Source: an optimization exercise on an open RTL-to-GDS flow (aim: small area). Production flows keep margins and buffers that such runs may drop. The RTL was checked by simulation tests, not by an equivalence proof against the original design. Power is estimated from default activity; no workload was simulated.

--- flow/design.v ---
package systolic_pkg;
    localparam int ACT_W    = 9;
    localparam int WEIGHT_W = 9;
    localparam int PSUM_W   = 20;
    localparam int SLOT_W   = 4;
    typedef logic signed [ACT_W-1:0] act_t;
    typedef logic signed [WEIGHT_W-1:0] weight_t;
    typedef logic signed [PSUM_W-1:0] psum_t;
    typedef logic [SLOT_W-1:0] slot_t;
    typedef struct packed {
        logic    en;
        slot_t   slot;
        weight_t value;
    } weight_wr_t;
endpackage
module row_mac (
    input  logic [8:0]  a0, a1, a2, a3,
    input  logic [8:0]  w0, w1, w2, w3,
    input  logic [19:0] p,
    output logic [7:0]  lo,
    output logic [19:8] cxn,
    output logic [18:8] cyn
);
    logic [19:0] pn;
    assign pn = ~p;    
    logic t0, t1;
    fa u_t0 (.a(~(a0[0] & w0[8])), .b(~(a0[8] & w0[0])), .c(~(a1[0] & w1[8])), .s(t0), .co(t1));
    logic t2, t3;
    fa u_t2 (.a(~(a1[8] & w1[0])), .b(~(a2[0] & w2[8])), .c(~(a2[8] & w2[0])), .s(t2), .co(t3));
    logic t4, t5;
    fa u_t4 (.a(~(a3[0] & w3[8])), .b(~(a3[8] & w3[0])), .c(t0), .s(t4), .co(t5));
    logic t6, t7;
    fa u_t6 (.a(t2), .b(p[8]), .c(t4), .s(t6), .co(t7));
    logic t8;
    assign t8 = ~t6;
    logic t9, t10;
    fa u_t9 (.a(~(a0[1] & w0[8])), .b(~(a0[8] & w0[1])), .c(~(a1[1] & w1[8])), .s(t9), .co(t10));
    logic t11, t12;
    fa u_t11 (.a(~(a1[8] & w1[1])), .b(~(a2[1] & w2[8])), .c(~(a2[8] & w2[1])), .s(t11), .co(t12));
    logic t13, t14;
    fa u_t13 (.a(~(a3[1] & w3[8])), .b(~(a3[8] & w3[1])), .c(t1), .s(t13), .co(t14));
    logic t15, t16;
    fa u_t15 (.a(t3), .b(t9), .c(t11), .s(t15), .co(t16));
    logic t17, t18;
    fa u_t17 (.a(p[9]), .b(t5), .c(t13), .s(t17), .co(t18));
    logic t19, t20;
    fa u_t19 (.a(t15), .b(t7), .c(t17), .s(t19), .co(t20));
    logic t21;
    assign t21 = ~t19;
    logic t22, t23;
    fa u_t22 (.a(~(a0[2] & w0[8])), .b(~(a0[8] & w0[2])), .c(~(a1[2] & w1[8])), .s(t22), .co(t23));
    logic t24, t25;
    fa u_t24 (.a(~(a1[8] & w1[2])), .b(~(a2[2] & w2[8])), .c(~(a2[8] & w2[2])), .s(t24), .co(t25));
    logic t26, t27;
    fa u_t26 (.a(~(a3[2] & w3[8])), .b(~(a3[8] & w3[2])), .c(t10), .s(t26), .co(t27));
    logic t28, t29;
    fa u_t28 (.a(t12), .b(t22), .c(t24), .s(t28), .co(t29));
    logic t30, t31;
    fa u_t30 (.a(p[10]), .b(t14), .c(t16), .s(t30), .co(t31));
    logic t32, t33;
    fa u_t32 (.a(t26), .b(t28), .c(t18), .s(t32), .co(t33));
    logic t34, t35;
    fa u_t34 (.a(t30), .b(t20), .c(t32), .s(t34), .co(t35));
    logic t36;
    assign t36 = ~t34;
    logic t37, t38;
    fa u_t37 (.a(~(a0[3] & w0[8])), .b(~(a0[8] & w0[3])), .c(~(a1[3] & w1[8])), .s(t37), .co(t38));
    logic t39, t40;
    fa u_t39 (.a(~(a1[8] & w1[3])), .b(~(a2[3] & w2[8])), .c(~(a2[8] & w2[3])), .s(t39), .co(t40));
    logic t41, t42;
    fa u_t41 (.a(~(a3[3] & w3[8])), .b(~(a3[8] & w3[3])), .c(t23), .s(t41), .co(t42));
    logic t43, t44;
    fa u_t43 (.a(t25), .b(t37), .c(t39), .s(t43), .co(t44));
    logic t45, t46;
    fa u_t45 (.a(p[11]), .b(t27), .c(t29), .s(t45), .co(t46));
    logic t47, t48;
    fa u_t47 (.a(t41), .b(t43), .c(t31), .s(t47), .co(t48));
    logic t49, t50;
    fa u_t49 (.a(t45), .b(t33), .c(t47), .s(t49), .co(t50));
    logic t51;
    assign t51 = ~t35;
    logic t52;
    assign t52 = ~t49;
    logic t53, t54;
    fa u_t53 (.a(~(a0[4] & w0[8])), .b(~(a0[8] & w0[4])), .c(~(a1[4] & w1[8])), .s(t53), .co(t54));
    logic t55, t56;
    fa u_t55 (.a(~(a1[8] & w1[4])), .b(~(a2[4] & w2[8])), .c(~(a2[8] & w2[4])), .s(t55), .co(t56));
    logic t57, t58;
    fa u_t57 (.a(~(a3[4] & w3[8])), .b(~(a3[8] & w3[4])), .c(t38), .s(t57), .co(t58));
    logic t59, t60;
    fa u_t59 (.a(t40), .b(t53), .c(t55), .s(t59), .co(t60));
    logic t61, t62;
    fa u_t61 (.a(p[12]), .b(t42), .c(t44), .s(t61), .co(t62));
    logic t63, t64;
    fa u_t63 (.a(t57), .b(t59), .c(t46), .s(t63), .co(t64));
    logic t65, t66;
    fa u_t65 (.a(t61), .b(t48), .c(t63), .s(t65), .co(t66));
    logic t67;
    assign t67 = ~t50;
    logic t68;
    assign t68 = ~t65;
    logic t69, t70;
    fa u_t69 (.a(~(a0[5] & w0[8])), .b(~(a0[8] & w0[5])), .c(~(a1[5] & w1[8])), .s(t69), .co(t70));
    logic t71, t72;
    fa u_t71 (.a(~(a1[8] & w1[5])), .b(~(a2[5] & w2[8])), .c(~(a2[8] & w2[5])), .s(t71), .co(t72));
    logic t73, t74;
    fa u_t73 (.a(~(a3[5] & w3[8])), .b(~(a3[8] & w3[5])), .c(t54), .s(t73), .co(t74));
    logic t75, t76;
    fa u_t75 (.a(t56), .b(t69), .c(t71), .s(t75), .co(t76));
    logic t77, t78;
    fa u_t77 (.a(p[13]), .b(t58), .c(t60), .s(t77), .co(t78));
    logic t79, t80;
    fa u_t79 (.a(t73), .b(t75), .c(t62), .s(t79), .co(t80));
    logic t81, t82;
    fa u_t81 (.a(t77), .b(t64), .c(t79), .s(t81), .co(t82));
    logic t83;
    assign t83 = ~t66;
    logic t84;
    assign t84 = ~t81;
    logic t85, t86;
    fa u_t85 (.a(~(a0[6] & w0[8])), .b(~(a0[8] & w0[6])), .c(~(a1[6] & w1[8])), .s(t85), .co(t86));
    logic t87, t88;
    fa u_t87 (.a(~(a1[8] & w1[6])), .b(~(a2[6] & w2[8])), .c(~(a2[8] & w2[6])), .s(t87), .co(t88));
    logic t89, t90;
    fa u_t89 (.a(~(a3[6] & w3[8])), .b(~(a3[8] & w3[6])), .c(t70), .s(t89), .co(t90));
    logic t91, t92;
    fa u_t91 (.a(t72), .b(t85), .c(t87), .s(t91), .co(t92));
    logic t93, t94;
    fa u_t93 (.a(p[14]), .b(t74), .c(t76), .s(t93), .co(t94));
    logic t95, t96;
    fa u_t95 (.a(t89), .b(t91), .c(t78), .s(t95), .co(t96));
    logic t97, t98;
    fa u_t97 (.a(t93), .b(t80), .c(t95), .s(t97), .co(t98));
    logic t99;
    assign t99 = ~t82;
    logic t100;
    assign t100 = ~t97;
    logic t101, t102;
    fa u_t101 (.a(~(a0[7] & w0[8])), .b(~(a0[8] & w0[7])), .c(~(a1[7] & w1[8])), .s(t101), .co(t102));
    logic t103, t104;
    fa u_t103 (.a(~(a1[8] & w1[7])), .b(~(a2[7] & w2[8])), .c(~(a2[8] & w2[7])), .s(t103), .co(t104));
    logic t105, t106;
    fa u_t105 (.a(~(a3[7] & w3[8])), .b(~(a3[8] & w3[7])), .c(t86), .s(t105), .co(t106));
    logic t107, t108;
    fa u_t107 (.a(t88), .b(t101), .c(t103), .s(t107), .co(t108));
    logic t109, t110;
    fa u_t109 (.a(p[15]), .b(t90), .c(t92), .s(t109), .co(t110));
    logic t111, t112;
    fa u_t111 (.a(t105), .b(t107), .c(t94), .s(t111), .co(t112));
    logic t113, t114;
    fa u_t113 (.a(t109), .b(t96), .c(t111), .s(t113), .co(t114));
    logic t115;
    assign t115 = ~t98;
    logic t116;
    assign t116 = ~t113;
    logic t117, t118;
    fa u_t117 (.a(t102), .b(t104), .c(p[16]), .s(t117), .co(t118));
    logic t119, t120;
    fa u_t119 (.a(t106), .b(t108), .c(t117), .s(t119), .co(t120));
    logic t121, t122;
    fa u_t121 (.a(t110), .b(t112), .c(t119), .s(t121), .co(t122));
    logic t123;
    assign t123 = ~t114;
    logic t124;
    assign t124 = ~t121;
    logic t125, t126;
    fa u_t125 (.a(p[17]), .b(t118), .c(t120), .s(t125), .co(t126));
    logic t127;
    assign t127 = ~t122;
    logic t128;
    assign t128 = ~t125;
    logic t129;
    assign t129 = ~p[18];
    logic t130;
    assign t130 = ~t126;
    logic t131;
    assign t131 = ~p[19];
    logic t132, t133;
    fa u_t132 (.a(~(a0[0] & w0[0])), .b(~(a1[0] & w1[0])), .c(~(a2[0] & w2[0])), .s(t132), .co(t133));
    logic t134, t135;
    fa u_t134 (.a(~(a3[0] & w3[0])), .b(t132), .c(pn[0]), .s(t134), .co(t135));
    logic t136, t137;
    fa u_t136 (.a(~(a0[0] & w0[1])), .b(~(a0[1] & w0[0])), .c(~(a1[0] & w1[1])), .s(t136), .co(t137));
    logic t138, t139;
    fa u_t138 (.a(~(a1[1] & w1[0])), .b(~(a2[0] & w2[1])), .c(~(a2[1] & w2[0])), .s(t138), .co(t139));
    logic t140, t141;
    fa u_t140 (.a(~(a3[0] & w3[1])), .b(~(a3[1] & w3[0])), .c(t133), .s(t140), .co(t141));
    logic t142, t143;
    fa u_t142 (.a(t136), .b(t138), .c(pn[1]), .s(t142), .co(t143));
    logic t144, t145;
    fa u_t144 (.a(t140), .b(t135), .c(t142), .s(t144), .co(t145));
    logic t146, t147;
    fa u_t146 (.a(~(a0[0] & w0[2])), .b(~(a0[1] & w0[1])), .c(~(a0[2] & w0[0])), .s(t146), .co(t147));
    logic t148, t149;
    fa u_t148 (.a(~(a1[0] & w1[2])), .b(~(a1[1] & w1[1])), .c(~(a1[2] & w1[0])), .s(t148), .co(t149));
    logic t150, t151;
    fa u_t150 (.a(~(a2[0] & w2[2])), .b(~(a2[1] & w2[1])), .c(~(a2[2] & w2[0])), .s(t150), .co(t151));
    logic t152, t153;
    fa u_t152 (.a(~(a3[0] & w3[2])), .b(~(a3[1] & w3[1])), .c(~(a3[2] & w3[0])), .s(t152), .co(t153));
    logic t154, t155;
    fa u_t154 (.a(t137), .b(t139), .c(t146), .s(t154), .co(t155));
    logic t156, t157;
    fa u_t156 (.a(t148), .b(t150), .c(t152), .s(t156), .co(t157));
    logic t158, t159;
    fa u_t158 (.a(pn[2]), .b(t141), .c(t154), .s(t158), .co(t159));
    logic t160, t161;
    fa u_t160 (.a(t156), .b(t143), .c(t158), .s(t160), .co(t161));
    logic t162, t163;
    han u_t162 (.a(t145), .b(t160), .s(t162), .co(t163));
    logic t164, t165;
    fa u_t164 (.a(~(a0[0] & w0[3])), .b(~(a0[1] & w0[2])), .c(~(a0[2] & w0[1])), .s(t164), .co(t165));
    logic t166, t167;
    fa u_t166 (.a(~(a0[3] & w0[0])), .b(~(a1[0] & w1[3])), .c(~(a1[1] & w1[2])), .s(t166), .co(t167));
    logic t168, t169;
    fa u_t168 (.a(~(a1[2] & w1[1])), .b(~(a1[3] & w1[0])), .c(~(a2[0] & w2[3])), .s(t168), .co(t169));
    logic t170, t171;
    fa u_t170 (.a(~(a2[1] & w2[2])), .b(~(a2[2] & w2[1])), .c(~(a2[3] & w2[0])), .s(t170), .co(t171));
    logic t172, t173;
    fa u_t172 (.a(~(a3[0] & w3[3])), .b(~(a3[1] & w3[2])), .c(~(a3[2] & w3[1])), .s(t172), .co(t173));
    logic t174, t175;
    fa u_t174 (.a(~(a3[3] & w3[0])), .b(t147), .c(t149), .s(t174), .co(t175));
    logic t176, t177;
    fa u_t176 (.a(t151), .b(t153), .c(t164), .s(t176), .co(t177));
    logic t178, t179;
    fa u_t178 (.a(t166), .b(t168), .c(t170), .s(t178), .co(t179));
    logic t180, t181;
    fa u_t180 (.a(t172), .b(pn[3]), .c(t155), .s(t180), .co(t181));
    logic t182, t183;
    fa u_t182 (.a(t157), .b(t174), .c(t176), .s(t182), .co(t183));
    logic t184, t185;
    fa u_t184 (.a(t178), .b(t159), .c(t180), .s(t184), .co(t185));
    logic t186, t187;
    fa u_t186 (.a(t182), .b(t161), .c(t184), .s(t186), .co(t187));
    logic t188, t189;
    han u_t188 (.a(t163), .b(t186), .s(t188), .co(t189));
    logic t190, t191;
    fa u_t190 (.a(~(a0[0] & w0[4])), .b(~(a0[1] & w0[3])), .c(~(a0[2] & w0[2])), .s(t190), .co(t191));
    logic t192, t193;
    fa u_t192 (.a(~(a0[3] & w0[1])), .b(~(a0[4] & w0[0])), .c(~(a1[0] & w1[4])), .s(t192), .co(t193));
    logic t194, t195;
    fa u_t194 (.a(~(a1[1] & w1[3])), .b(~(a1[2] & w1[2])), .c(~(a1[3] & w1[1])), .s(t194), .co(t195));
    logic t196, t197;
    fa u_t196 (.a(~(a1[4] & w1[0])), .b(~(a2[0] & w2[4])), .c(~(a2[1] & w2[3])), .s(t196), .co(t197));
    logic t198, t199;
    fa u_t198 (.a(~(a2[2] & w2[2])), .b(~(a2[3] & w2[1])), .c(~(a2[4] & w2[0])), .s(t198), .co(t199));
    logic t200, t201;
    fa u_t200 (.a(~(a3[0] & w3[4])), .b(~(a3[1] & w3[3])), .c(~(a3[2] & w3[2])), .s(t200), .co(t201));
    logic t202, t203;
    fa u_t202 (.a(~(a3[3] & w3[1])), .b(~(a3[4] & w3[0])), .c(t165), .s(t202), .co(t203));
    logic t204, t205;
    fa u_t204 (.a(t167), .b(t169), .c(t171), .s(t204), .co(t205));
    logic t206, t207;
    fa u_t206 (.a(t173), .b(t190), .c(t192), .s(t206), .co(t207));
    logic t208, t209;
    fa u_t208 (.a(t194), .b(t196), .c(t198), .s(t208), .co(t209));
    logic t210, t211;
    fa u_t210 (.a(t200), .b(pn[4]), .c(t175), .s(t210), .co(t211));
    logic t212, t213;
    fa u_t212 (.a(t177), .b(t179), .c(t202), .s(t212), .co(t213));
    logic t214, t215;
    fa u_t214 (.a(t204), .b(t206), .c(t208), .s(t214), .co(t215));
    logic t216, t217;
    fa u_t216 (.a(t181), .b(t210), .c(t183), .s(t216), .co(t217));
    logic t218, t219;
    fa u_t218 (.a(t212), .b(t214), .c(t185), .s(t218), .co(t219));
    logic t220, t221;
    fa u_t220 (.a(t216), .b(t187), .c(t218), .s(t220), .co(t221));
    logic t222, t223;
    han u_t222 (.a(t189), .b(t220), .s(t222), .co(t223));
    logic t224, t225;
    fa u_t224 (.a(~(a0[0] & w0[5])), .b(~(a0[1] & w0[4])), .c(~(a0[2] & w0[3])), .s(t224), .co(t225));
    logic t226, t227;
    fa u_t226 (.a(~(a0[3] & w0[2])), .b(~(a0[4] & w0[1])), .c(~(a0[5] & w0[0])), .s(t226), .co(t227));
    logic t228, t229;
    fa u_t228 (.a(~(a1[0] & w1[5])), .b(~(a1[1] & w1[4])), .c(~(a1[2] & w1[3])), .s(t228), .co(t229));
    logic t230, t231;
    fa u_t230 (.a(~(a1[3] & w1[2])), .b(~(a1[4] & w1[1])), .c(~(a1[5] & w1[0])), .s(t230), .co(t231));
    logic t232, t233;
    fa u_t232 (.a(~(a2[0] & w2[5])), .b(~(a2[1] & w2[4])), .c(~(a2[2] & w2[3])), .s(t232), .co(t233));
    logic t234, t235;
    fa u_t234 (.a(~(a2[3] & w2[2])), .b(~(a2[4] & w2[1])), .c(~(a2[5] & w2[0])), .s(t234), .co(t235));
    logic t236, t237;
    fa u_t236 (.a(~(a3[0] & w3[5])), .b(~(a3[1] & w3[4])), .c(~(a3[2] & w3[3])), .s(t236), .co(t237));
    logic t238, t239;
    fa u_t238 (.a(~(a3[3] & w3[2])), .b(~(a3[4] & w3[1])), .c(~(a3[5] & w3[0])), .s(t238), .co(t239));
    logic t240, t241;
    fa u_t240 (.a(t191), .b(t193), .c(t195), .s(t240), .co(t241));
    logic t242, t243;
    fa u_t242 (.a(t197), .b(t199), .c(t201), .s(t242), .co(t243));
    logic t244, t245;
    fa u_t244 (.a(t224), .b(t226), .c(t228), .s(t244), .co(t245));
    logic t246, t247;
    fa u_t246 (.a(t230), .b(t232), .c(t234), .s(t246), .co(t247));
    logic t248, t249;
    fa u_t248 (.a(t236), .b(t238), .c(pn[5]), .s(t248), .co(t249));
    logic t250, t251;
    fa u_t250 (.a(t203), .b(t205), .c(t207), .s(t250), .co(t251));
    logic t252, t253;
    fa u_t252 (.a(t209), .b(t240), .c(t242), .s(t252), .co(t253));
    logic t254, t255;
    fa u_t254 (.a(t244), .b(t246), .c(t211), .s(t254), .co(t255));
    logic t256, t257;
    fa u_t256 (.a(t248), .b(t213), .c(t215), .s(t256), .co(t257));
    logic t258, t259;
    fa u_t258 (.a(t250), .b(t252), .c(t254), .s(t258), .co(t259));
    logic t260, t261;
    fa u_t260 (.a(t217), .b(t256), .c(t219), .s(t260), .co(t261));
    logic t262, t263;
    fa u_t262 (.a(t258), .b(t221), .c(t260), .s(t262), .co(t263));
    logic t264, t265;
    han u_t264 (.a(t223), .b(t262), .s(t264), .co(t265));
    logic t266, t267;
    fa u_t266 (.a(~(a0[0] & w0[6])), .b(~(a0[1] & w0[5])), .c(~(a0[2] & w0[4])), .s(t266), .co(t267));
    logic t268, t269;
    fa u_t268 (.a(~(a0[3] & w0[3])), .b(~(a0[4] & w0[2])), .c(~(a0[5] & w0[1])), .s(t268), .co(t269));
    logic t270, t271;
    fa u_t270 (.a(~(a0[6] & w0[0])), .b(~(a1[0] & w1[6])), .c(~(a1[1] & w1[5])), .s(t270), .co(t271));
    logic t272, t273;
    fa u_t272 (.a(~(a1[2] & w1[4])), .b(~(a1[3] & w1[3])), .c(~(a1[4] & w1[2])), .s(t272), .co(t273));
    logic t274, t275;
    fa u_t274 (.a(~(a1[5] & w1[1])), .b(~(a1[6] & w1[0])), .c(~(a2[0] & w2[6])), .s(t274), .co(t275));
    logic t276, t277;
    fa u_t276 (.a(~(a2[1] & w2[5])), .b(~(a2[2] & w2[4])), .c(~(a2[3] & w2[3])), .s(t276), .co(t277));
    logic t278, t279;
    fa u_t278 (.a(~(a2[4] & w2[2])), .b(~(a2[5] & w2[1])), .c(~(a2[6] & w2[0])), .s(t278), .co(t279));
    logic t280, t281;
    fa u_t280 (.a(~(a3[0] & w3[6])), .b(~(a3[1] & w3[5])), .c(~(a3[2] & w3[4])), .s(t280), .co(t281));
    logic t282, t283;
    fa u_t282 (.a(~(a3[3] & w3[3])), .b(~(a3[4] & w3[2])), .c(~(a3[5] & w3[1])), .s(t282), .co(t283));
    logic t284, t285;
    fa u_t284 (.a(~(a3[6] & w3[0])), .b(t225), .c(t227), .s(t284), .co(t285));
    logic t286, t287;
    fa u_t286 (.a(t229), .b(t231), .c(t233), .s(t286), .co(t287));
    logic t288, t289;
    fa u_t288 (.a(t235), .b(t237), .c(t239), .s(t288), .co(t289));
    logic t290, t291;
    fa u_t290 (.a(t266), .b(t268), .c(t270), .s(t290), .co(t291));
    logic t292, t293;
    fa u_t292 (.a(t272), .b(t274), .c(t276), .s(t292), .co(t293));
    logic t294, t295;
    fa u_t294 (.a(t278), .b(t280), .c(t282), .s(t294), .co(t295));
    logic t296, t297;
    fa u_t296 (.a(pn[6]), .b(t241), .c(t243), .s(t296), .co(t297));
    logic t298, t299;
    fa u_t298 (.a(t245), .b(t247), .c(t284), .s(t298), .co(t299));
    logic t300, t301;
    fa u_t300 (.a(t286), .b(t288), .c(t290), .s(t300), .co(t301));
    logic t302, t303;
    fa u_t302 (.a(t292), .b(t294), .c(t249), .s(t302), .co(t303));
    logic t304, t305;
    fa u_t304 (.a(t251), .b(t253), .c(t296), .s(t304), .co(t305));
    logic t306, t307;
    fa u_t306 (.a(t298), .b(t300), .c(t255), .s(t306), .co(t307));
    logic t308, t309;
    fa u_t308 (.a(t302), .b(t257), .c(t304), .s(t308), .co(t309));
    logic t310, t311;
    fa u_t310 (.a(t259), .b(t306), .c(t308), .s(t310), .co(t311));
    logic t312, t313;
    fa u_t312 (.a(t261), .b(t310), .c(t263), .s(t312), .co(t313));
    logic t314, t315;
    han u_t314 (.a(t265), .b(t312), .s(t314), .co(t315));
    logic t316, t317;
    fa u_t316 (.a(~(a0[0] & w0[7])), .b(~(a0[1] & w0[6])), .c(~(a0[2] & w0[5])), .s(t316), .co(t317));
    logic t318, t319;
    fa u_t318 (.a(~(a0[3] & w0[4])), .b(~(a0[4] & w0[3])), .c(~(a0[5] & w0[2])), .s(t318), .co(t319));
    logic t320, t321;
    fa u_t320 (.a(~(a0[6] & w0[1])), .b(~(a0[7] & w0[0])), .c(~(a1[0] & w1[7])), .s(t320), .co(t321));
    logic t322, t323;
    fa u_t322 (.a(~(a1[1] & w1[6])), .b(~(a1[2] & w1[5])), .c(~(a1[3] & w1[4])), .s(t322), .co(t323));
    logic t324, t325;
    fa u_t324 (.a(~(a1[4] & w1[3])), .b(~(a1[5] & w1[2])), .c(~(a1[6] & w1[1])), .s(t324), .co(t325));
    logic t326, t327;
    fa u_t326 (.a(~(a1[7] & w1[0])), .b(~(a2[0] & w2[7])), .c(~(a2[1] & w2[6])), .s(t326), .co(t327));
    logic t328, t329;
    fa u_t328 (.a(~(a2[2] & w2[5])), .b(~(a2[3] & w2[4])), .c(~(a2[4] & w2[3])), .s(t328), .co(t329));
    logic t330, t331;
    fa u_t330 (.a(~(a2[5] & w2[2])), .b(~(a2[6] & w2[1])), .c(~(a2[7] & w2[0])), .s(t330), .co(t331));
    logic t332, t333;
    fa u_t332 (.a(~(a3[0] & w3[7])), .b(~(a3[1] & w3[6])), .c(~(a3[2] & w3[5])), .s(t332), .co(t333));
    logic t334, t335;
    fa u_t334 (.a(~(a3[3] & w3[4])), .b(~(a3[4] & w3[3])), .c(~(a3[5] & w3[2])), .s(t334), .co(t335));
    logic t336, t337;
    fa u_t336 (.a(~(a3[6] & w3[1])), .b(~(a3[7] & w3[0])), .c(t267), .s(t336), .co(t337));
    logic t338, t339;
    fa u_t338 (.a(t269), .b(t271), .c(t273), .s(t338), .co(t339));
    logic t340, t341;
    fa u_t340 (.a(t275), .b(t277), .c(t279), .s(t340), .co(t341));
    logic t342, t343;
    fa u_t342 (.a(t281), .b(t283), .c(t316), .s(t342), .co(t343));
    logic t344, t345;
    fa u_t344 (.a(t318), .b(t320), .c(t322), .s(t344), .co(t345));
    logic t346, t347;
    fa u_t346 (.a(t324), .b(t326), .c(t328), .s(t346), .co(t347));
    logic t348, t349;
    fa u_t348 (.a(t330), .b(t332), .c(t334), .s(t348), .co(t349));
    logic t350, t351;
    fa u_t350 (.a(pn[7]), .b(t285), .c(t287), .s(t350), .co(t351));
    logic t352, t353;
    fa u_t352 (.a(t289), .b(t291), .c(t293), .s(t352), .co(t353));
    logic t354, t355;
    fa u_t354 (.a(t295), .b(t336), .c(t338), .s(t354), .co(t355));
    logic t356, t357;
    fa u_t356 (.a(t340), .b(t342), .c(t344), .s(t356), .co(t357));
    logic t358, t359;
    fa u_t358 (.a(t346), .b(t348), .c(t297), .s(t358), .co(t359));
    logic t360, t361;
    fa u_t360 (.a(t299), .b(t350), .c(t301), .s(t360), .co(t361));
    logic t362, t363;
    fa u_t362 (.a(t352), .b(t354), .c(t356), .s(t362), .co(t363));
    logic t364, t365;
    fa u_t364 (.a(t303), .b(t305), .c(t358), .s(t364), .co(t365));
    logic t366, t367;
    fa u_t366 (.a(t360), .b(t362), .c(t307), .s(t366), .co(t367));
    logic t368, t369;
    fa u_t368 (.a(t309), .b(t364), .c(t366), .s(t368), .co(t369));
    logic t370, t371;
    fa u_t370 (.a(t311), .b(t368), .c(t313), .s(t370), .co(t371));
    logic t372, t373;
    han u_t372 (.a(t315), .b(t370), .s(t372), .co(t373));
    logic t374, t375;
    fa u_t374 (.a(~(a0[1] & w0[7])), .b(~(a0[2] & w0[6])), .c(~(a0[3] & w0[5])), .s(t374), .co(t375));
    logic t376, t377;
    fa u_t376 (.a(~(a0[4] & w0[4])), .b(~(a0[5] & w0[3])), .c(~(a0[6] & w0[2])), .s(t376), .co(t377));
    logic t378, t379;
    fa u_t378 (.a(~(a0[7] & w0[1])), .b(~(a1[1] & w1[7])), .c(~(a1[2] & w1[6])), .s(t378), .co(t379));
    logic t380, t381;
    fa u_t380 (.a(~(a1[3] & w1[5])), .b(~(a1[4] & w1[4])), .c(~(a1[5] & w1[3])), .s(t380), .co(t381));
    logic t382, t383;
    fa u_t382 (.a(~(a1[6] & w1[2])), .b(~(a1[7] & w1[1])), .c(~(a2[1] & w2[7])), .s(t382), .co(t383));
    logic t384, t385;
    fa u_t384 (.a(~(a2[2] & w2[6])), .b(~(a2[3] & w2[5])), .c(~(a2[4] & w2[4])), .s(t384), .co(t385));
    logic t386, t387;
    fa u_t386 (.a(~(a2[5] & w2[3])), .b(~(a2[6] & w2[2])), .c(~(a2[7] & w2[1])), .s(t386), .co(t387));
    logic t388, t389;
    fa u_t388 (.a(~(a3[1] & w3[7])), .b(~(a3[2] & w3[6])), .c(~(a3[3] & w3[5])), .s(t388), .co(t389));
    logic t390, t391;
    fa u_t390 (.a(~(a3[4] & w3[4])), .b(~(a3[5] & w3[3])), .c(~(a3[6] & w3[2])), .s(t390), .co(t391));
    logic t392, t393;
    fa u_t392 (.a(~(a3[7] & w3[1])), .b(t317), .c(t319), .s(t392), .co(t393));
    logic t394, t395;
    fa u_t394 (.a(t321), .b(t323), .c(t325), .s(t394), .co(t395));
    logic t396, t397;
    fa u_t396 (.a(t327), .b(t329), .c(t331), .s(t396), .co(t397));
    logic t398, t399;
    fa u_t398 (.a(t333), .b(t335), .c(t374), .s(t398), .co(t399));
    logic t400, t401;
    fa u_t400 (.a(t376), .b(t378), .c(t380), .s(t400), .co(t401));
    logic t402, t403;
    fa u_t402 (.a(t382), .b(t384), .c(t386), .s(t402), .co(t403));
    logic t404, t405;
    fa u_t404 (.a(t388), .b(t390), .c(t337), .s(t404), .co(t405));
    logic t406, t407;
    fa u_t406 (.a(t339), .b(t341), .c(t343), .s(t406), .co(t407));
    logic t408, t409;
    fa u_t408 (.a(t345), .b(t347), .c(t349), .s(t408), .co(t409));
    logic t410, t411;
    fa u_t410 (.a(t392), .b(t394), .c(t396), .s(t410), .co(t411));
    logic t412, t413;
    fa u_t412 (.a(t398), .b(t400), .c(t402), .s(t412), .co(t413));
    logic t414, t415;
    fa u_t414 (.a(t351), .b(t353), .c(t355), .s(t414), .co(t415));
    logic t416, t417;
    fa u_t416 (.a(t404), .b(t357), .c(t406), .s(t416), .co(t417));
    logic t418, t419;
    fa u_t418 (.a(t408), .b(t410), .c(t412), .s(t418), .co(t419));
    logic t420, t421;
    fa u_t420 (.a(t8), .b(t359), .c(t361), .s(t420), .co(t421));
    logic t422, t423;
    fa u_t422 (.a(t414), .b(t363), .c(t416), .s(t422), .co(t423));
    logic t424, t425;
    fa u_t424 (.a(t418), .b(t365), .c(t420), .s(t424), .co(t425));
    logic t426, t427;
    fa u_t426 (.a(t422), .b(t367), .c(t424), .s(t426), .co(t427));
    logic t428, t429;
    fa u_t428 (.a(t369), .b(t426), .c(t371), .s(t428), .co(t429));
    logic t430, t431;
    fa u_t430 (.a(~(a0[2] & w0[7])), .b(~(a0[3] & w0[6])), .c(~(a0[4] & w0[5])), .s(t430), .co(t431));
    logic t432, t433;
    fa u_t432 (.a(~(a0[5] & w0[4])), .b(~(a0[6] & w0[3])), .c(~(a0[7] & w0[2])), .s(t432), .co(t433));
    logic t434, t435;
    fa u_t434 (.a(~(a1[2] & w1[7])), .b(~(a1[3] & w1[6])), .c(~(a1[4] & w1[5])), .s(t434), .co(t435));
    logic t436, t437;
    fa u_t436 (.a(~(a1[5] & w1[4])), .b(~(a1[6] & w1[3])), .c(~(a1[7] & w1[2])), .s(t436), .co(t437));
    logic t438, t439;
    fa u_t438 (.a(~(a2[2] & w2[7])), .b(~(a2[3] & w2[6])), .c(~(a2[4] & w2[5])), .s(t438), .co(t439));
    logic t440, t441;
    fa u_t440 (.a(~(a2[5] & w2[4])), .b(~(a2[6] & w2[3])), .c(~(a2[7] & w2[2])), .s(t440), .co(t441));
    logic t442, t443;
    fa u_t442 (.a(~(a3[2] & w3[7])), .b(~(a3[3] & w3[6])), .c(~(a3[4] & w3[5])), .s(t442), .co(t443));
    logic t444, t445;
    fa u_t444 (.a(~(a3[5] & w3[4])), .b(~(a3[6] & w3[3])), .c(~(a3[7] & w3[2])), .s(t444), .co(t445));
    logic t446, t447;
    fa u_t446 (.a(t375), .b(t377), .c(t379), .s(t446), .co(t447));
    logic t448, t449;
    fa u_t448 (.a(t381), .b(t383), .c(t385), .s(t448), .co(t449));
    logic t450, t451;
    fa u_t450 (.a(t387), .b(t389), .c(t391), .s(t450), .co(t451));
    logic t452, t453;
    fa u_t452 (.a(t430), .b(t432), .c(t434), .s(t452), .co(t453));
    logic t454, t455;
    fa u_t454 (.a(t436), .b(t438), .c(t440), .s(t454), .co(t455));
    logic t456, t457;
    fa u_t456 (.a(t442), .b(t444), .c(t393), .s(t456), .co(t457));
    logic t458, t459;
    fa u_t458 (.a(t395), .b(t397), .c(t399), .s(t458), .co(t459));
    logic t460, t461;
    fa u_t460 (.a(t401), .b(t403), .c(t446), .s(t460), .co(t461));
    logic t462, t463;
    fa u_t462 (.a(t448), .b(t450), .c(t452), .s(t462), .co(t463));
    logic t464, t465;
    fa u_t464 (.a(t454), .b(t405), .c(t407), .s(t464), .co(t465));
    logic t466, t467;
    fa u_t466 (.a(t409), .b(t411), .c(t456), .s(t466), .co(t467));
    logic t468, t469;
    fa u_t468 (.a(t413), .b(t458), .c(t460), .s(t468), .co(t469));
    logic t470, t471;
    fa u_t470 (.a(t462), .b(t415), .c(t417), .s(t470), .co(t471));
    logic t472, t473;
    fa u_t472 (.a(t464), .b(t466), .c(t419), .s(t472), .co(t473));
    logic t474, t475;
    fa u_t474 (.a(t468), .b(t21), .c(t421), .s(t474), .co(t475));
    logic t476, t477;
    fa u_t476 (.a(t423), .b(t470), .c(t472), .s(t476), .co(t477));
    logic t478, t479;
    fa u_t478 (.a(t425), .b(t474), .c(t476), .s(t478), .co(t479));
    logic t480, t481;
    han u_t480 (.a(t427), .b(t478), .s(t480), .co(t481));
    logic t482, t483;
    fa u_t482 (.a(~(a0[3] & w0[7])), .b(~(a0[4] & w0[6])), .c(~(a0[5] & w0[5])), .s(t482), .co(t483));
    logic t484, t485;
    fa u_t484 (.a(~(a0[6] & w0[4])), .b(~(a0[7] & w0[3])), .c(~(a1[3] & w1[7])), .s(t484), .co(t485));
    logic t486, t487;
    fa u_t486 (.a(~(a1[4] & w1[6])), .b(~(a1[5] & w1[5])), .c(~(a1[6] & w1[4])), .s(t486), .co(t487));
    logic t488, t489;
    fa u_t488 (.a(~(a1[7] & w1[3])), .b(~(a2[3] & w2[7])), .c(~(a2[4] & w2[6])), .s(t488), .co(t489));
    logic t490, t491;
    fa u_t490 (.a(~(a2[5] & w2[5])), .b(~(a2[6] & w2[4])), .c(~(a2[7] & w2[3])), .s(t490), .co(t491));
    logic t492, t493;
    fa u_t492 (.a(~(a3[3] & w3[7])), .b(~(a3[4] & w3[6])), .c(~(a3[5] & w3[5])), .s(t492), .co(t493));
    logic t494, t495;
    fa u_t494 (.a(~(a3[6] & w3[4])), .b(~(a3[7] & w3[3])), .c(t431), .s(t494), .co(t495));
    logic t496, t497;
    fa u_t496 (.a(t433), .b(t435), .c(t437), .s(t496), .co(t497));
    logic t498, t499;
    fa u_t498 (.a(t439), .b(t441), .c(t443), .s(t498), .co(t499));
    logic t500, t501;
    fa u_t500 (.a(t445), .b(t482), .c(t484), .s(t500), .co(t501));
    logic t502, t503;
    fa u_t502 (.a(t486), .b(t488), .c(t490), .s(t502), .co(t503));
    logic t504, t505;
    fa u_t504 (.a(t492), .b(t447), .c(t449), .s(t504), .co(t505));
    logic t506, t507;
    fa u_t506 (.a(t451), .b(t453), .c(t455), .s(t506), .co(t507));
    logic t508, t509;
    fa u_t508 (.a(t494), .b(t496), .c(t498), .s(t508), .co(t509));
    logic t510, t511;
    fa u_t510 (.a(t500), .b(t502), .c(t457), .s(t510), .co(t511));
    logic t512, t513;
    fa u_t512 (.a(t459), .b(t461), .c(t504), .s(t512), .co(t513));
    logic t514, t515;
    fa u_t514 (.a(t463), .b(t506), .c(t508), .s(t514), .co(t515));
    logic t516, t517;
    fa u_t516 (.a(t465), .b(t467), .c(t510), .s(t516), .co(t517));
    logic t518, t519;
    fa u_t518 (.a(t469), .b(t512), .c(t514), .s(t518), .co(t519));
    logic t520, t521;
    fa u_t520 (.a(t471), .b(t516), .c(t473), .s(t520), .co(t521));
    logic t522, t523;
    fa u_t522 (.a(t36), .b(t518), .c(t475), .s(t522), .co(t523));
    logic t524, t525;
    fa u_t524 (.a(t477), .b(t520), .c(t522), .s(t524), .co(t525));
    logic t526, t527;
    han u_t526 (.a(t479), .b(t481), .s(t526), .co(t527));
    logic t528, t529;
    ha u_t528 (.a(~(a0[4] & w0[7])), .b(~(a0[5] & w0[6])), .s(t528), .co(t529));
    logic t530, t531;
    fa u_t530 (.a(~(a0[6] & w0[5])), .b(~(a0[7] & w0[4])), .c(~(a1[4] & w1[7])), .s(t530), .co(t531));
    logic t532, t533;
    fa u_t532 (.a(~(a1[5] & w1[6])), .b(~(a1[6] & w1[5])), .c(~(a1[7] & w1[4])), .s(t532), .co(t533));
    logic t534, t535;
    fa u_t534 (.a(~(a2[4] & w2[7])), .b(~(a2[5] & w2[6])), .c(~(a2[6] & w2[5])), .s(t534), .co(t535));
    logic t536, t537;
    fa u_t536 (.a(~(a2[7] & w2[4])), .b(~(a3[4] & w3[7])), .c(~(a3[5] & w3[6])), .s(t536), .co(t537));
    logic t538, t539;
    fa u_t538 (.a(~(a3[6] & w3[5])), .b(~(a3[7] & w3[4])), .c(t483), .s(t538), .co(t539));
    logic t540, t541;
    fa u_t540 (.a(t485), .b(t487), .c(t489), .s(t540), .co(t541));
    logic t542, t543;
    fa u_t542 (.a(t491), .b(t493), .c(t528), .s(t542), .co(t543));
    logic t544, t545;
    fa u_t544 (.a(t530), .b(t532), .c(t534), .s(t544), .co(t545));
    logic t546, t547;
    fa u_t546 (.a(t536), .b(t495), .c(t497), .s(t546), .co(t547));
    logic t548, t549;
    fa u_t548 (.a(t499), .b(t501), .c(t503), .s(t548), .co(t549));
    logic t550, t551;
    fa u_t550 (.a(t538), .b(t540), .c(t542), .s(t550), .co(t551));
    logic t552, t553;
    fa u_t552 (.a(t544), .b(t505), .c(t507), .s(t552), .co(t553));
    logic t554, t555;
    fa u_t554 (.a(t509), .b(t546), .c(t548), .s(t554), .co(t555));
    logic t556, t557;
    fa u_t556 (.a(t550), .b(t511), .c(t513), .s(t556), .co(t557));
    logic t558, t559;
    fa u_t558 (.a(t515), .b(t552), .c(t554), .s(t558), .co(t559));
    logic t560, t561;
    fa u_t560 (.a(t517), .b(t556), .c(t51), .s(t560), .co(t561));
    logic t562, t563;
    fa u_t562 (.a(t519), .b(t52), .c(t558), .s(t562), .co(t563));
    logic t564, t565;
    fa u_t564 (.a(t521), .b(t560), .c(t562), .s(t564), .co(t565));
    logic t566, t567;
    fa u_t566 (.a(t523), .b(t564), .c(t525), .s(t566), .co(t567));
    logic t568, t569;
    fa u_t568 (.a(~(a0[5] & w0[7])), .b(~(a0[6] & w0[6])), .c(~(a0[7] & w0[5])), .s(t568), .co(t569));
    logic t570, t571;
    fa u_t570 (.a(~(a1[5] & w1[7])), .b(~(a1[6] & w1[6])), .c(~(a1[7] & w1[5])), .s(t570), .co(t571));
    logic t572, t573;
    fa u_t572 (.a(~(a2[5] & w2[7])), .b(~(a2[6] & w2[6])), .c(~(a2[7] & w2[5])), .s(t572), .co(t573));
    logic t574, t575;
    fa u_t574 (.a(~(a3[5] & w3[7])), .b(~(a3[6] & w3[6])), .c(~(a3[7] & w3[5])), .s(t574), .co(t575));
    logic t576, t577;
    fa u_t576 (.a(t529), .b(t531), .c(t533), .s(t576), .co(t577));
    logic t578, t579;
    fa u_t578 (.a(t535), .b(t537), .c(t568), .s(t578), .co(t579));
    logic t580, t581;
    fa u_t580 (.a(t570), .b(t572), .c(t574), .s(t580), .co(t581));
    logic t582, t583;
    fa u_t582 (.a(t539), .b(t541), .c(t543), .s(t582), .co(t583));
    logic t584, t585;
    fa u_t584 (.a(t545), .b(t576), .c(t578), .s(t584), .co(t585));
    logic t586, t587;
    fa u_t586 (.a(t580), .b(t547), .c(t549), .s(t586), .co(t587));
    logic t588, t589;
    fa u_t588 (.a(t551), .b(t582), .c(t584), .s(t588), .co(t589));
    logic t590, t591;
    fa u_t590 (.a(t553), .b(t555), .c(t586), .s(t590), .co(t591));
    logic t592, t593;
    fa u_t592 (.a(t588), .b(t557), .c(t67), .s(t592), .co(t593));
    logic t594, t595;
    fa u_t594 (.a(t559), .b(t590), .c(t68), .s(t594), .co(t595));
    logic t596, t597;
    fa u_t596 (.a(t561), .b(t563), .c(t592), .s(t596), .co(t597));
    logic t598, t599;
    fa u_t598 (.a(t594), .b(t565), .c(t596), .s(t598), .co(t599));
    logic t600, t601;
    fa u_t600 (.a(~(a0[6] & w0[7])), .b(~(a0[7] & w0[6])), .c(~(a1[6] & w1[7])), .s(t600), .co(t601));
    logic t602, t603;
    fa u_t602 (.a(~(a1[7] & w1[6])), .b(~(a2[6] & w2[7])), .c(~(a2[7] & w2[6])), .s(t602), .co(t603));
    logic t604, t605;
    fa u_t604 (.a(~(a3[6] & w3[7])), .b(~(a3[7] & w3[6])), .c(t569), .s(t604), .co(t605));
    logic t606, t607;
    fa u_t606 (.a(t571), .b(t573), .c(t575), .s(t606), .co(t607));
    logic t608, t609;
    fa u_t608 (.a(t600), .b(t602), .c(t577), .s(t608), .co(t609));
    logic t610, t611;
    fa u_t610 (.a(t579), .b(t581), .c(t604), .s(t610), .co(t611));
    logic t612, t613;
    fa u_t612 (.a(t606), .b(t583), .c(t608), .s(t612), .co(t613));
    logic t614, t615;
    fa u_t614 (.a(t585), .b(t610), .c(t587), .s(t614), .co(t615));
    logic t616, t617;
    fa u_t616 (.a(t612), .b(t589), .c(t591), .s(t616), .co(t617));
    logic t618, t619;
    fa u_t618 (.a(t614), .b(t83), .c(t84), .s(t618), .co(t619));
    logic t620, t621;
    fa u_t620 (.a(t593), .b(t616), .c(t595), .s(t620), .co(t621));
    logic t622, t623;
    fa u_t622 (.a(t618), .b(t597), .c(t620), .s(t622), .co(t623));
    logic t624, t625;
    fa u_t624 (.a(~(a0[7] & w0[7])), .b(~(a1[7] & w1[7])), .c(~(a2[7] & w2[7])), .s(t624), .co(t625));
    logic t626, t627;
    fa u_t626 (.a(~(a3[7] & w3[7])), .b(t601), .c(t603), .s(t626), .co(t627));
    logic t628, t629;
    fa u_t628 (.a(t624), .b(t605), .c(t607), .s(t628), .co(t629));
    logic t630, t631;
    fa u_t630 (.a(t626), .b(t609), .c(t611), .s(t630), .co(t631));
    logic t632, t633;
    fa u_t632 (.a(t628), .b(t613), .c(t630), .s(t632), .co(t633));
    logic t634, t635;
    fa u_t634 (.a(t615), .b(t99), .c(t632), .s(t634), .co(t635));
    logic t636, t637;
    fa u_t636 (.a(t100), .b(t617), .c(t619), .s(t636), .co(t637));
    logic t638, t639;
    fa u_t638 (.a(t634), .b(t621), .c(t636), .s(t638), .co(t639));
    logic t640, t641;
    fa u_t640 (.a(t625), .b(t627), .c(t629), .s(t640), .co(t641));
    logic t642, t643;
    fa u_t642 (.a(t631), .b(t640), .c(t633), .s(t642), .co(t643));
    logic t644, t645;
    fa u_t644 (.a(t115), .b(t116), .c(t635), .s(t644), .co(t645));
    logic t646, t647;
    fa u_t646 (.a(t642), .b(t637), .c(t644), .s(t646), .co(t647));
    logic t648, t649;
    fa u_t648 (.a(~(a0[8] & w0[8])), .b(~(a1[8] & w1[8])), .c(~(a2[8] & w2[8])), .s(t648), .co(t649));
    logic t650, t651;
    fa u_t650 (.a(~(a3[8] & w3[8])), .b(t648), .c(t641), .s(t650), .co(t651));
    logic t652, t653;
    fa u_t652 (.a(t650), .b(t123), .c(t124), .s(t652), .co(t653));
    logic t654, t655;
    fa u_t654 (.a(t643), .b(t652), .c(t645), .s(t654), .co(t655));
    logic t656, t657;
    fa u_t656 (.a(t649), .b(t651), .c(t127), .s(t656), .co(t657));
    logic t658, t659;
    fa u_t658 (.a(t128), .b(t653), .c(t656), .s(t658), .co(t659));
    logic t660, t661;
    fa u_t660 (.a(t129), .b(t130), .c(t657), .s(t660), .co(t661));
    assign lo[0] = ~t134;
    assign lo[1] = ~t144;
    assign lo[2] = ~t162;
    assign lo[3] = ~t188;
    assign lo[4] = ~t222;
    assign lo[5] = ~t264;
    assign lo[6] = ~t314;
    assign lo[7] = ~t372;
    assign cxn[8] = t373;
    assign cyn[8] = t428;
    assign cxn[9] = t480;
    assign cyn[9] = t429;
    assign cxn[10] = t524;
    assign cyn[10] = t526;
    assign cxn[11] = t527;
    assign cyn[11] = t566;
    assign cxn[12] = t598;
    assign cyn[12] = t567;
    assign cxn[13] = t599;
    assign cyn[13] = t622;
    assign cxn[14] = t623;
    assign cyn[14] = t638;
    assign cxn[15] = t639;
    assign cyn[15] = t646;
    assign cxn[16] = t647;
    assign cyn[16] = t654;
    assign cxn[17] = t658;
    assign cyn[17] = t655;
    assign cxn[18] = t659;
    assign cyn[18] = t660;
    assign cxn[19] = (1'b0 ^ t131 ^ t661);
endmodule
module fa (
    input  logic a, b, c,
    output logic s, co
);
    assign s  = a ^ b ^ c;
    assign co = (a & b) | (a & c) | (b & c);
endmodule
module ha (
    input  logic a, b,
    output logic s, co
);
    assign s  = a ^ b;
    assign co = a & b;
endmodule
module han (
    input  logic a, b,
    output logic s, co
);
    xnor_g u_s  (.a(a), .b(b), .y(s));
    or_g   u_co (.a(a), .b(b), .y(co));
endmodule
module xnor_g (
    input  logic a, b,
    output logic y
);
    assign y = ~(a ^ b);
endmodule
module or_g (
    input  logic a, b,
    output logic y
);
    assign y = a | b;
endmodule
module out_add (
    input  logic [19:8] xn,
    input  logic [18:8] yn,
    output logic [19:8] s
);
    logic [18:8] g, p;
    logic [19:8] c;
    out_pg    u_pg  (.x (xn[18:8]), .y (yn), .g (g), .p (p));
    out_carry u_cy  (.g (g), .p (p), .c (c));
    out_sum   u_sum (.x (xn), .p (p), .c (c), .s (s));
endmodule
module out_pg (
    input  logic [18:8] x, y,
    output logic [18:8] g, p
);
    assign g = x & y;
    assign p = x ^ y;
endmodule
module out_carry (
    input  logic [18:8] g, p,
    output logic [19:8] c
);
    assign c[8] = 1'b1;
    for (genvar i = 8; i < 19; i++) begin : g_c
        if (1 && (i - 8) % 2 == 1) begin : g_skip
            logic gg, pp;
            ao21_g u_g (.a (p[i]), .b (g[i-1]), .c (g[i]), .y (gg));
            and_g  u_p (.a (p[i]), .b (p[i-1]), .y (pp));
            ao21_g u_c (.a (pp), .b (c[i-1]), .c (gg), .y (c[i+1]));
        end else begin : g_one
            ao21_g u_c (.a (p[i]), .b (c[i]), .c (g[i]), .y (c[i+1]));
        end
    end
endmodule
module ao21_g (
    input  logic a, b, c,
    output logic y
);
    assign y = (a & b) | c;
endmodule
module and_g (
    input  logic a, b,
    output logic y
);
    assign y = a & b;
endmodule
module out_sum (
    input  logic [19:8] x,
    input  logic [18:8] p,
    input  logic [19:8] c,
    output logic [19:8] s
);
    assign s[18:8] = ~(p ^ c[18:8]);
    assign s[19] = x[19] ^ c[19];
endmodule
module systolic_array
(
    input  logic                      clk_in,
    input  logic                      rst_in,
    input  logic                      load_weight_in,
    input  systolic_pkg::weight_t     weight_in,
    input  systolic_pkg::act_t  [3:0] act_col_in,
    input  systolic_pkg::psum_t [3:0] psum_row_in,
    output systolic_pkg::psum_t [3:0] psum_row_out,
    output systolic_pkg::act_t  [3:0] act_col_out
);
    localparam int SPLIT = 8;
    logic [3:0] slot_cnt;
    always_ff @(posedge clk_in or negedge rst_in) begin
        if (!rst_in)              slot_cnt <= '0;
        else if (!load_weight_in) slot_cnt <= '0;
        else                      slot_cnt <= slot_cnt + 4'd1;
    end
    logic                  wen1, wen2, wen3;
    logic [3:0]            wslot1;      
    logic [1:0]            wrow2, wrow3;
    logic                  wcol2;       
    systolic_pkg::weight_t wval1, wval2, wval3;
    always_ff @(posedge clk_in or negedge rst_in) begin
        if (!rst_in) begin
            wen1 <= 1'b0;
            wen2 <= 1'b0;
            wen3 <= 1'b0;
        end else begin
            wen1 <= load_weight_in & (slot_cnt[1:0] != 2'd3);
            wen2 <= wen1 & (wslot1[1:0] != 2'd2);
            wen3 <= wen2 & ~wcol2;
        end
    end
    always_ff @(posedge clk_in) begin
        wslot1 <= slot_cnt;
        wrow2  <= wslot1[3:2];
        wcol2  <= wslot1[0];
        wrow3  <= wrow2;
        wval1  <= weight_in;
        wval2  <= wval1;
        wval3  <= wval2;
    end
    systolic_pkg::weight_t wbank [4][4];
    for (genvar r = 0; r < 4; r++) begin : g_wr
        localparam logic [1:0] ROW = r;
        always_ff @(posedge clk_in or negedge rst_in) begin
            if (!rst_in) begin
                for (int c = 0; c < 4; c++) wbank[r][c] <= '0;
            end else begin
                if (load_weight_in && slot_cnt == {ROW, 2'd3}) wbank[r][3] <= weight_in;
                if (wen1 && wslot1 == {ROW, 2'd2})             wbank[r][2] <= wval1;
                if (wen2 && wcol2 && wrow2 == ROW)         wbank[r][1] <= wval2;
                if (wen3 && wrow3 == ROW)                  wbank[r][0] <= wval3;
            end
        end
    end
    systolic_pkg::act_t act_d [7][4];
    for (genvar c = 0; c < 4; c++) begin : g_act
        localparam int DEPTH = (c == 0) ? 7 : (c == 1) ? 6 : 5;
        always_ff @(posedge clk_in or negedge rst_in) begin
            if (!rst_in) begin
                for (int d = 0; d < DEPTH; d++) act_d[d][c] <= '0;
            end else begin
                act_d[0][c] <= act_col_in[c];
                for (int d = 1; d < DEPTH; d++) act_d[d][c] <= act_d[d-1][c];
            end
        end
        assign act_col_out[c] = act_d[4][c];
    end
    for (genvar r = 0; r < 4; r++) begin : g_row
        logic [SPLIT-1:0]  lo, lo_q;
        logic [19:SPLIT]   cxn, cxn_q;
        logic [18:SPLIT]   cyn, cyn_q;
        row_mac u_mac (
            .a0 (act_d[3+r][0]), .a1 (act_d[2+r][1]), .a2 (act_d[1+r][2]), .a3 (act_d[r][3]),
            .w0 (wbank[r][0]),   .w1 (wbank[r][1]),   .w2 (wbank[r][2]),   .w3 (wbank[r][3]),
            .p  (psum_row_in[r]),
            .lo (lo), .cxn (cxn), .cyn (cyn)
        );
        always_ff @(posedge clk_in or negedge rst_in) begin
            if (!rst_in) begin
                lo_q  <= '0;
                cxn_q <= '1;
                cyn_q <= '1;
            end else begin
                lo_q  <= lo;
                cxn_q <= cxn;
                cyn_q <= cyn;
            end
        end
        out_add u_add (.xn (cxn_q), .yn (cyn_q), .s (psum_row_out[r][19:SPLIT]));
        assign psum_row_out[r][SPLIT-1:0] = lo_q;
    end
endmodule
--- flow/flow/run.sh ---
#!/bin/bash
# Layout flow: the standard ORFS flow (standard.sh, standard synthesis
# unchanged) with layout-only changes:
#  - the buffers synthesis left are removed at floorplan (REMOVE_ABC_BUFFERS),
#    and global placement is not timing-driven; timing is repaired after CTS
#    as in the standard flow;
#  - the port buffers that placement inserts use the smallest buffer cell
#    (every input and output port still gets its own buffer);
#  - clock tree synthesis inserts no dummy loads, uses clkbuf_8 and clusters
#    up to 16 sinks within 80 um.
# make's full output goes to standard.log in the work folder; ORFS keeps each
# tool's own log under orfs/logs/.
set -euo pipefail
bash standard.sh \
    "REMOVE_ABC_BUFFERS=1" \
    "BUFFER_PORTS_ARGS=-buffer_cell sky130_fd_sc_hd__buf_1" \
    "CTS_ARGS=-sink_clustering_enable -repair_clock_nets -dont_use_dummy_load -buf_list sky130_fd_sc_hd__clkbuf_8 -sink_clustering_size 16 -sink_clustering_max_diameter 80" \
    finish > standard.log 2>&1
--- flow/standard.sh ---
#!/bin/bash
# synth_recipe.tcl (not shown) runs the flow's synth.tcl, then flattens the netlist and writes it again
# the make line also repeats each setting of config.mk as NAME=value (left out here)
make -C /OpenROAD-flow-scripts/flow DESIGN_CONFIG=/design/flow/config.mk WORK_HOME=/design/flow/orfs CLKGATE_MAP_FILE= SYNTH_SCRIPT=/design/flow/synth_recipe.tcl "${@:-finish}"
--- flow/config.mk ---
export PLATFORM = sky130hd
export DESIGN_NAME = systolic_array
export DESIGN_NICKNAME = systolic_array
export VERILOG_FILES = /design/flow/design.v
export SDC_FILE = /design/flow/constraint.sdc
export NUM_CORES = 4
export LEC_CHECK = 0
export CAP_MARGIN = 0
export CORE_MARGIN = 2
export CORE_UTILIZATION = 70
export GPL_TIMING_DRIVEN = 0
export SLEW_MARGIN = 0
export SYNTH_HIERARCHICAL = 1
--- flow/constraint.sdc ---
create_clock -name core_clock -period 5.4 [get_ports {clk_in}]
set_input_delay 1.0800 -clock core_clock [delete_from_list [all_inputs] [get_ports {clk_in}]]
set_output_delay 1.0800 -clock core_clock [all_outputs]
set_load 0.01 [all_outputs]
==> run summary, run 1 <==
FFs w/ async S/R, synth: 93.1%
CP max stage delay: 0.59 ns
Post-Synthesis Cells: 4016
TritonCTS Buffers: 42
die area: 75500 µm²
Cell Area, Synth: 51400 µm²
Max-slew headroom: 40.0%
# nets final: 5380
crit path launch: wbank[8][1]$_DFFE_PN0P_
synthesized area per cell: 12.8 µm²
period utilization: 98.8%
Reg clk slew, reported paths: 0.09 ns
GRT Util Overall: 41.5%
CTS sink count: 518
Post-synth top flop: dfrtp_1
fraction of layout cells with a size suffix above 1: 9.99%
die extent in y: 275 µm
Routed Antenna Nets: 0
RSZ-0062 raised after global routing: no
Lkg Pwr: 0.0151 µW
CP max FO: 10
# rows: 99
Setup Viol. Count Final: 0
peak supply drop: 0.00166 V
PwrDens: 635 nW/µm²
fill cell count: 5197
antenna violations before repair: 2
synthesis-to-layout area growth: -1.46%
number of flops mapped to enable cells by yosys: 0
core area: 72800 µm²
CTS tree: built
Critical Path, Cell by Cell: nand2_1, fa_1, fa_1, fa_1, fa_1, fa_1, fa_1, fa_1, fa_1, fa_1, fa_1
flops & latches, synth: 518
Yosys warnings: 11
Setup Crit Path Kind: reg -> reg
top post-synthesis cells by count: 1298 x nand2_1, 1248 x fa_1, 390 x dfrtp_1
initial core utilization: 70.5%
leading area contributor after synthesis: fa_1
largest cells by area after synthesis: fa_1 49%, dfrtp_1 19%, nand2_1 9.5%
largest net degree at the start of global routing: 47
CP arrival: 5.94 ns
Remaining DRCs: 0
status: finished clean
Critical Path Source Type: register
Most common cell on crit path: fa_1
First DRT Iteration DRCs: 3450
Critical Path End Type: register
Synth top area share: 48.6%
Post-Layout Cell Count: 4915
grt ovf: 0
Die Wd: 275 µm
H-tree levels: 2
Min-Delay Path Class: reg -> reg
first drt pass iteration count: 6
vias in the first global route: 36800
per-cell routed wire length: 29.8 µm
Hold Path Stages: 0
fin. max-slew vios: 0
Worst setup endpoint: g_row[2].cyn_q[8]$_DFF_PN1_
# Max-Cap Violations: 0
first-pass GRT wire length: 223000 µm
fmax: 0.187 GHz
Reg-to-Reg End: g_row[2].cyn_q[8]$_DFF_PN1_
Vias/cell: 6.41
Placer Congestion: 1.00
Ports: 244
fin crit period: 5.33 ns
Cells after DPL: 4851
Root Buffer: clkbuf_8
top-count cell post-synth: nand2_1
DRT Wirelength: 147000 µm
post-DP HPWL: 110000 µm
register area share after synthesis: 25.1%
post-layout util: 69.5%
CP max-delay cell: fa_1
clock skew: 0.0919 ns
vias after detailed routing: 31500
Synth cell types: 30
clock tree buffer depth: 3
Req. time, crit path: 6.00 ns
reg-to-reg slack, setup: 0.07 ns
Final Hold Viols: 0
hold bufs inserted after CTS: 0
RR Startpoint: wbank[8][1]$_DFFE_PN0P_
Skew-Pair Late Insertion Delay: 0.71 ns
Port-buffer cells: 243
cells on worst reg2reg path: 11
Slew @ Worst Pin: 0.900 ns
-- Yosys stat by module (local to each module, per instance), excerpt --
module          flip-flops and latches  area [µm²]  times used
systolic_array                     518       14900           1
out_pg                               0         138           4
out_sum                              0         105           4
fa                                   0        20.0        1248
ha                                   0        12.5           4
out_carry                            0        11.3           4
or_g                                 0        6.26          32
and_g                                0        6.26          20
-- cell type report --
type	instances	area (µm²)	share of cell area [%]
antenna	3	7.51	0.0148
clock buffer	42	578	1.14
inverter	140	526	1.04
multi-input combinational	2979	34000	67.2
sequential	518	13000	25.7
tap	959	1200	2.37
timing repair buffer	274	1310	2.59
-- worst max-delay path, delay by kind of cell (launching register included) --
kind	cells	cell delay, ns
AND/OR/NAND/NOR	1	0.13
flip-flops	1	0.56
adder cells (fa/ha/maj)	10	4.59
-- kinds of logic (layout without fill, tap and decap cells) --
kind of cell,after synthesis,count (layout),synth area share [%]
flip-flops,518,518,25.1
adder cells (fa/ha/maj),1297,1297,49.8
multiplexers,144,144,3.22
AND/OR/NAND/NOR,1376,1376,10.6
buffers and inverters,527,456,8.78
other,4,15,0.0292
XOR/XNOR,86,86,1.47
AO/OA/AOI/OAI,64,64,0.936
-- power breakdown --
part	switching [µW]	total, µW	internal [µW]
clock network	1270	1960	693
logic	12200	23500	11300
registers	1260	6640	5390
total	14700	32100	17400
-- per-layer routing --
layer | global-route usage, % | wire (µm)
met1 | 53.6 | 50200
met4 | 23.1 | 10100
met2 | 65.3 | 69000
met5 | 0 | 0
met3 | 10.7 | 17300
-- how the worst min path moves through the flow --
| stage | start | endpoint | slack [ns] |
|---|---|---|---|
| 3_3_place_gp | act_d[8][4]$_DFF_PN0_ | act_d[12][4]$_DFF_PN0_ | 0.33 |
| 4_1_cts | act_d[2][6]$_DFF_PN0_ | act_d[6][6]$_DFF_PN0_ | 0.31 |
| 6_report | act_d[2][6]$_DFF_PN0_ | act_d[6][6]$_DFF_PN0_ | 0.31 |
| 5_1_grt | act_d[2][6]$_DFF_PN0_ | act_d[6][6]$_DFF_PN0_ | 0.30 |
| 2_1_floorplan | act_d[8][0]$_DFF_PN0_ | act_d[12][0]$_DFF_PN0_ | 0.33 |
| 3_5_place_dp | act_d[8][4]$_DFF_PN0_ | act_d[12][4]$_DFF_PN0_ | 0.33 |
-- stage by stage --
stage	hold slack, ns	area (µm²)	power (µW)	setup slack [ns]	TNS (ns)
global route	0.305	50600	35900	0.00190	0
finish	0.306	50600	32100	0.0660	0
CTS	0.308	50400	32500	0.00223	0
floorplan	0.331	47400	23800	0.413	0
global placement	0.332	49500	29800	-19.90	-8883.14
detailed placement	0.335	49800	30300	-0.154	-0.327
-- cell usage in the layout (no fill, tap or decap), types with 12 or more instances in the layout --
cell type / count
conb_1: 12
a21o_1: 64
and2_1: 23
clkbuf_8: 42
ha_1: 49
xnor2_1: 81
buf_1: 242
buf_4: 18
or2_1: 32
dfrtp_2: 68
inv_1: 140
nand2_1: 1298
dfrtp_1: 318
dfxtp_1: 36
dfstp_2: 92
fa_1: 1247
mux2_2: 135
-- sequential cells by signal, summed over array words and instances, names as in the netlist --
register / count
g_row.lo_q: 32
wen2: 1
g_row.cxn_q: 48
wval3: 9
slot_cnt: 4
wbank: 144
wrow3: 2
wen1: 1
g_row.cyn_q: 44
wval1: 9
wval2: 9
wrow2: 2
wen3: 1
act_d: 207
wcol2: 1
wslot1: 4
-- timing repair --
action	in CTS	in global routing
buffers inserted	1	18
endpoints found under the hold margin	0	0
setup endpoints to repair	7	10
resized for setup	37	40
==> run 2: changes to the inputs <==
--- a/flow/config.mk
+++ b/flow/config.mk
@@ -9,4 +9,5 @@
 export CORE_MARGIN = 2
-export CORE_UTILIZATION = 70
+export CORE_UTILIZATION = 65
 export GPL_TIMING_DRIVEN = 0
+export SETUP_SLACK_MARGIN = 0.1
 export SLEW_MARGIN = 0
==> run 2 against run 1 <==
  * Register-to-register slack better by 0.097 ns
  * Final area up 0.97%
  * Synthesized cell count unchanged
  * Sequential share of layout area down 0.14 points
  * Setup slack better by 0.097 ns
  * Global-route usage down 2.6 points
  * Critical path depth down 1
  * Maximum frequency up 1.8%
  * Synthesized area unchanged
  * Sequential power about the same
  * Combinational power about the same
  * Non-clock buffer count up 39
  * Largest cell class unchanged
  * Highest routed layer is now met5
==> run summary, run 2 <==
fraction of layout cells with a size suffix above 1: 11.9% (+1.9 points)
synthesis-to-layout area growth: -0.502%
Max-slew headroom: 41.5% (+1.5 points)
Reg-to-Reg End: g_row[3].cyn_q[8]$_DFF_PN1_
commonest non-fill, non-tap cell in the layout: nand2_1
Reg clk slew, reported paths: 0.10 ns (about the same)
RSZ-0062 raised after global routing: yes
register area share after synthesis: 25.1% (unchanged)
vias in the first global route: 36400 (-0.92%)
period utilization: 97.0% (-1.8 points)
P_sw: 14800 µW (+0.54%)
Synth cell types: 30 (unchanged)
Lkg Pwr: 0.0153 µW (+1.1%)
per-cell routed wire length: 29.7 µm (-0.39%)
Hold Path Stages: 0 (unchanged)
fmax: 0.191 GHz (+1.8%)
area of the multi-input gates: 34000 µm² (about the same)
hold endpoint: act_d[6][8]$_DFF_PN0_
DRT Wirelength: 150000 µm (+2.3%)
Final Hold Viols: 0 (unchanged)
TritonCTS Buffers: 42 (unchanged)
Yosys warnings: 11 (unchanged)
fin crit period: 5.24 ns (-0.0967 ns)
Slew @ Worst Pin: 0.874 ns (-0.0257 ns)
Min-Delay Path Class: reg -> reg
vias after detailed routing: 31700 (+0.53%)
First DRT Iteration DRCs: 2890 (-16%)
H-tree levels: 2 (unchanged)
CP max FO: 9 (-1)
# rows: 103 (+4.0%)
Setup Crit Path Kind: reg -> reg
max reg flops: 207 (unchanged)
hold bufs inserted after CTS: 0 (unchanged)
FFs w/ async S/R, synth: 93.1% (unchanged)
PwrDens: 630 nW/µm² (-0.72%)
peak supply drop: 0.00174 V (+5.1%)
Top reg by flops: act_d
Clk network pwr share: 6.1% (about the same)
first drt pass iteration count: 6 (unchanged)
Critical Path End Type: register
RR Startpoint: act_d[24][3]$_DFF_PN0_
first-pass GRT wire length: 227000 µm (+1.7%)
Req. time, crit path: 6.02 ns (+0.02 ns)
fill cell count: 6009 (+16%)
largest net degree at the start of global routing: 47 (unchanged)
clock skew: 0.0780 ns (-0.0138 ns)
Remaining DRCs: 0 (unchanged)
grt ovf: 0 (unchanged)
Gate power share: 73.3% (about the same)
Cell Area, Synth: 51400 µm² (unchanged)
Post-synth top flop: dfrtp_1
Post-Layout Cell Count: 5048 (+2.7%)
hold path start: act_d[2][8]$_DFF_PN0_
die extent in y: 285 µm (+3.7%)
Fin Setup TNS: 0 ns (unchanged)
fin. max-slew vios: 0 (unchanged)
Switching Share: 46.0% (+0.13 points)
Root Buffer: clkbuf_8
largest registers: act_d (207), wbank (144), g_row.cxn_q (48)
status: finished clean
worst hold margin: 0.329 ns (+0.0232 ns)
sequential share of power: 20.6% (about the same)
reg-to-reg slack, setup: 0.16 ns (+0.10 ns)
clock tree buffer depth: 3 (unchanged)
largest cells by area after synthesis: fa_1 49%, dfrtp_1 19%, nand2_1 9.5%
flops & latches, synth: 518 (unchanged)
# nets final: 5419 (+0.72%)
Ports: 244 (unchanged)
Cells after DPL: 4943 (+1.9%)
number of flops mapped to enable cells by yosys: 0 (unchanged)
top post-synthesis cells by count: 1298 x nand2_1, 1248 x fa_1, 390 x dfrtp_1
-- run 2: cell counts after synthesis --
Identical to the previous run, type by type.
-- run 2: metrics by stage --
| stage | total power (µW) | setup WS (ns) | area [µm²] | utilization, % |
|---|---|---|---|---|
| 2_1_floorplan | 23800 | 0.413 | 47400 | - |
| 5_1_grt | 36000 | 0.0946 | 51100 | 65.0 |
| 4_1_cts | 32700 | 0.105 | 50700 | 64.5 |
| 3_3_place_gp | 30000 | -20.20 | 49600 | 63.1 |
| 3_5_place_dp | 30400 | -0.137 | 49900 | 63.5 |
| 6_report | 32200 | 0.163 | 51100 | 65.0 |
-- run 2: power groups by stage --
stage / Sequential (µW) / Clock (µW) / Combinational [µW]
after global routing: 6590 / 2140 / 27200
after CTS: 6550 / 2010 / 24200
after global placement: 6640 / 0 / 23400
after floorplan: 6010 / 0 / 17800
after detailed placement: 6640 / 0 / 23800
final: 6620 / 1970 / 23600
-- run 2: area by class of cell --
cell class                 instances  share of cell area (%)
timing repair buffer             313                    3.16
clock buffer                      42                    1.13
antenna                            6                  0.0294
inverter                         140                    1.03
tap                             1050                    2.57
multi-input combinational       2979                    66.5
sequential                       518                    25.5
-- run 2: worst max-delay path: stages, from the launching register on --
cell and delay, ns:
dfrtp_1 0.68, nand2_1 0.18, fa_1 0.49, fa_1 0.47, fa_1 0.46, fa_1 0.60
fa_1 0.44, fa_1 0.47, fa_1 0.44, fa_1 0.42, fa_1 0.49
-- run 2: how the worst max path moves through the flow --
stage | slack, ns | cells after the start | endpoint
floorplan | 0.41 | 11 | g_row[1].cyn_q[8]$_DFF_PN1_
global placement | -20.20 | 1 | act_d[5][8]$_DFF_PN0_
detailed placement | -0.14 | 11 | g_row[1].cyn_q[8]$_DFF_PN1_
CTS | 0.11 | 11 | g_row[1].cyn_q[8]$_DFF_PN1_
global route | 0.09 | 10 | g_row[2].cyn_q[8]$_DFF_PN1_
finish | 0.16 | 10 | g_row[3].cyn_q[8]$_DFF_PN1_
-- run 2: what timing repair did --
| action | in CTS | in global routing |
|---|---|---|
| endpoints found under the setup margin | 15 | 15 |
| buffers inserted | 17 | 40 |
| resized for setup | 60 | 62 |
| pin swaps | 0 | 0 |
-- run 2: metal layers --
metal / global-route usage (%) / wire length [µm] / vias to the layer above
li1: - / - / 11800
met5: 0.581 / 86 / -
met3: 11.0 / 17700 / 657
met2: 60.7 / 70000 / 2349
met1: 50.6 / 52600 / 16800
met4: 19.7 / 9540 / 6
-- run 2: cells by family after synthesis --
logic type | share of synthesized area (%)
compound gates | 0.936
xor+xnor | 1.47
fa+ha+maj | 49.8
buf+inv | 8.78
flops | 25.1
mux | 3.22
other cells | 0.0292
simple gates | 10.6
-- run 2: modules after synthesis (local to each module, per instance), excerpt --
module	flops+latches	cells inside	area [µm²]	times used
systolic_array	518	700	14900	1
row_mac	0	454	2330	4
out_pg	0	11	138	4
out_sum	0	12	105	4
fa	0	1	20.0	1248
ha	0	1	12.5	4
out_carry	0	2	11.3	4
xnor_g	0	1	8.76	32
ao21_g	0	1	7.51	64
and_g	0	1	6.26	20
or_g	0	1	6.26	32

==> re-timing with driven ports <==
In the flow no input, the clock included, has a driving cell. The finished layouts below were timed again as built, in two steps.
Step 1: set_driving_cell puts a clkbuf_16 on clk_in and a buf_2 on each other input, an assumption about the parent block.
Step 2 times the ports against the registers' clock, not the clock port: input delays grow and output delays shrink by t, the midpoint of the rising clock arrivals with the driver on.
Slacks: no drivers / after step 1 / after step 2; pairs: no drivers / after step 1.
| run | t (ns) | setup WS [ns] | slew at the worst register clock pin (ns) |
|---|---|---|---|
| run 1 | 0.739 | 0.066 / 0.066 / 0.066 | 0.11 / 0.11 |
| run 2 | 0.724 | 0.163 / 0.163 / 0.163 | 0.11 / 0.11 |
After both steps every run listed still meets setup and hold.
